Background: an optimization exercise with open tools, aiming at small area, a short achievable clock period and few clock cycles. Do not read the settings as production practice.
The RTL was checked by simulation tests, not by an equivalence proof against the original design.
Power and IR drop assume default switching activity.

Design priority_power_sequencer, start of the top module:
module priority_power_sequencer (
  input  logic                  clk,
  input  logic                  rst_n,
  input  logic                  in_valid,
  output logic                  in_stall,
  input  pps_pkg::in_t          in_data,
  output logic                  out_valid,
  input  logic                  out_stall,
  output pps_pkg::out_t         out_data,
  input  logic                  psel,
  input  logic                  penable,
  input  logic                  pwrite,
  input  logic [pps_pkg::PADDR_W-1:0] paddr,
  input  logic [31:0]           pwdata,
  output logic [31:0]           prdata,
  output logic                  pready
);
==> flow/config.mk <==
export PLATFORM = sky130hd
export DESIGN_NAME = priority_power_sequencer
export DESIGN_NICKNAME = priority_power_sequencer
export VERILOG_FILES = /design/flow/design.v
export SDC_FILE = /design/flow/constraint.sdc
export NUM_CORES = 4
export LEC_CHECK = 0
export CAP_MARGIN = 20
export CORE_MARGIN = 2
export CORE_UTILIZATION = 50
export SETUP_SLACK_MARGIN = 3.0
export SLEW_MARGIN = 20
==> flow/constraint.sdc <==
create_clock -name core_clock -period 8.0 [get_ports {clk}]
set_input_delay 1.6000 -clock core_clock [delete_from_list [all_inputs] [get_ports {clk}]]
set_output_delay 1.6000 -clock core_clock [all_outputs]
set_load 0.01 [all_outputs]
run.sh (not shown) runs the stock make flow with config.mk's settings and CLKGATE_MAP_FILE= SYNTH_SCRIPT=/design/flow/synth_recipe.tcl, a recipe that flattens the netlist after the stock synthesis.
Testbench counts at the start, summed over its fixed seeds: cycles 16,209.
Rerun with:
--- a/flow/config.mk
+++ b/flow/config.mk
@@ -8,5 +8,5 @@
 export CAP_MARGIN = 20
 export CORE_MARGIN = 2
-export CORE_UTILIZATION = 50
-export SETUP_SLACK_MARGIN = 3.0
+export CORE_UTILIZATION = 65
+export SETUP_SLACK_MARGIN = 2.5
 export SLEW_MARGIN = 20
What happened: The changed run ran to the end with no violations. Global-route usage is higher by 11 points. Utilization is higher by 16 points. Total power is lower by 1.1%. Setup slack got worse by 0.63 ns. Routed wire length is lower by 1.4%. Critical path depth is lower by 5. Count of clock-buffer cells in the layout is lower by 8. Cell count is lower by 5.6%.
Rerun with:
--- a/flow/config.mk
+++ b/flow/config.mk
@@ -8,5 +8,5 @@
 export CAP_MARGIN = 20
 export CORE_MARGIN = 2
-export CORE_UTILIZATION = 65
-export SETUP_SLACK_MARGIN = 2.5
+export CORE_UTILIZATION = 50
+export SETUP_SLACK_MARGIN = 1.5
 export SLEW_MARGIN = 20
The new run finished with timing, DRC and antenna clean.
Maximum frequency drops by roughly a tenth.
Area after synthesis is unchanged.
Utilization drops by 17 points.
Worst hold slack gains 0.0047 ns.
Wire length went down slightly.
Total power hardly moves.
Via count decreases by a few percent.
Final cell count is higher by a few percent.
Global-route usage falls by 12 points.
Worst setup slack gets worse by 0.78 ns.
Sequential power barely changes.


Setup of ember:
Starting RTL as in the previous note.
Design priority_power_sequencer, start of the top module:
module priority_power_sequencer (
  input  logic                  clk,
  input  logic                  rst_n,
  input  logic                  in_valid,
  output logic                  in_stall,
  input  pps_pkg::in_t          in_data,
  output logic                  out_valid,
  input  logic                  out_stall,
  output pps_pkg::out_t         out_data,
  input  logic                  psel,
  input  logic                  penable,
  input  logic                  pwrite,
  input  logic [pps_pkg::PADDR_W-1:0] paddr,
  input  logic [31:0]           pwdata,
  output logic [31:0]           prdata,
  output logic                  pready
);
  localparam int DIV_STEPS = 32 / DIV_BITS;
  localparam logic [1:0] TR_NONE = 2'd0, TR_OFF = 2'd1, TR_OFFF = 2'd2, TR_ON = 2'd3;
  localparam logic [1:0] PL_IDLE = 2'd0, PL_LOOP = 2'd1, PL_PLAN = 2'd2, PL_LOAD = 2'd3;
  logic [15:0] ids_r [MAX_NODES];
  logic [2:0]  pri_r [MAX_NODES];
  logic [15:0] up_r;           
  logic [15:0] zd_r;           
  logic [4:0]  cnt_r;
  logic [7:0]  present_r;
  logic [1:0]  mode_r;
  logic [15:0] grace_r, cut_r;
  logic [31:0] delay_r;
  logic [32:0] a1_r, a2_r;     
  logic        init_r;         
  logic [7:0]  rl_r;           
  logic [15:0] lvd_r;          
  ...
clock: 8.0 ns
lec_check: 0
cap_margin: 20
core_margin: 2
core_utilization: 40
setup_slack_margin: 3.0
slew_margin: 20
ember did not stop at any stage, and its layout met the timing, DRC and antenna checks.
Testbench counts of ember, summed over its fixed seeds: cycles 16,209.
--- input diff ember..zinc ---
- SETUP_SLACK_MARGIN changed from 3.0 to 3.3
- CORE_UTILIZATION changed from 40 to 50
Notes after the runs:
zinc vs ember, last element of the critical path: nsel_r[11] vs nsel_r[8]
zinc finished every step from synthesis to the final layout, and the layout passed the timing, DRC and antenna checks.
Higher first-iteration DRC count among ember and zinc: zinc
Looking at number of cells on the critical path, zinc sits 4 lower than ember does.
zinc vs. ember: final critical delay including setup and external delays fell 200 ps; wire length fell 650 um.
The following lists how fjord was set up differently from zinc:
- TNS_END_PERCENT now 100, previously not set
- SETUP_SLACK_MARGIN now 3.0, was 3.3
### Flow results
When the final numbers for fjord and zinc were put side by side, the met3 demand-to-capacity share in global routing turned out to be greater in zinc.
Summary of fjord over zinc: share of the core filled with cells in the final layout moved down, instance area at placement closely matched the old numbers, detailed-routing iteration count for the pre-antenna-repair pass has increased.


priority_power_sequencer, a different RTL version from the one above (not shown whole).
Size in the first run: roughly 720 flip-flops, about 300 I/O pins, about 49000 um^2 of cells after synthesis.
export LEC_CHECK = 0
export CAP_MARGIN = 20
export CORE_MARGIN = 2
export CORE_UTILIZATION = 50
export SETUP_SLACK_MARGIN = 3.6
export SLEW_MARGIN = 20
create_clock -name core_clock -period 8.0 [get_ports {clk}]
The first run ran to the end with no violations.
Testbench counts at the start, summed over its fixed seeds: cycles 16,209.
Change:
--- a/flow/config.mk
+++ b/flow/config.mk
@@ -9,4 +9,4 @@
 export CORE_MARGIN = 2
 export CORE_UTILIZATION = 50
-export SETUP_SLACK_MARGIN = 3.6
+export SETUP_SLACK_MARGIN = 2.5
 export SLEW_MARGIN = 20
The new run finished clean.
Global-route usage decreases by 0.74 points.
Die area does not change.
Via count decreases by 2.0%.
Design area decreases by 4.7%.
Hold slack gets worse by 5.6 ps.
Total power decreases by 4.5%.
Fmax decreases by 2.6%.
Cell count decreases by 1.7%.
Count of clock-buffer cells in the layout decreases by 4.
Sequential share of layout area increases by 1.5 points.
Synthesized cell count stays the same.

==> port drivers added, routing unchanged <==
The results above use ideal ports. As a check the final layouts listed here were re-extracted and re-timed, cells and wires unchanged. Step 1 (the two cells are an assumption about what drives the block):
set clk [get_ports {clk}]
set_driving_cell -lib_cell sky130_fd_sc_hd__clkbuf_16 $clk
set_driving_cell -lib_cell sky130_fd_sc_hd__buf_2 [delete_from_list [all_inputs] $clk]
Step 2 moves the port delays by t, midway between the first and last clock arrival at a register: inputs arrive t later, outputs are due t later. That takes back most of the time a late clock gives input paths. Slacks: ideal ports / drivers / drivers and shift; pairs: ideal ports / drivers.
run	shift t [ns]	slack for setup (ns)	hold WS [ns]	worst setup path after step 2	slew at the worst register clock pin (ns)
the first run of note 1	0.760	2.922 / 2.922 / 2.347	0.456 / 0.456 / 0.456	input to register	0.07 / 0.07
the second run of note 1	0.746	2.295 / 2.295 / 1.782	0.455 / 0.455 / 0.455	input to register	0.07 / 0.07
the third run of note 1	0.750	1.515 / 1.515 / 1.193	0.460 / 0.460 / 0.460	input to register	0.07 / 0.07
ember	0.776	2.895 / 2.895 / 2.268	0.464 / 0.464 / 0.464	input to register	0.07 / 0.07
zinc	0.756	3.099 / 3.099 / 2.622	0.465 / 0.465 / 0.465	input to register	0.07 / 0.07
fjord	0.760	2.922 / 2.922 / 2.347	0.456 / 0.456 / 0.456	input to register	0.07 / 0.07
the first run of note 3	0.766	2.632 / 2.632 / 2.632	0.468 / 0.468 / 0.468	register to register	0.07 / 0.07
the second run of note 3	0.750	2.488 / 2.488 / 1.883	0.462 / 0.462 / 0.462	input to register	0.07 / 0.07
After both steps every run listed still meets setup and hold. For ember, which loses most, drivers alone change the setup slack by 0.000 ns; drivers and shift together by -0.627 ns.
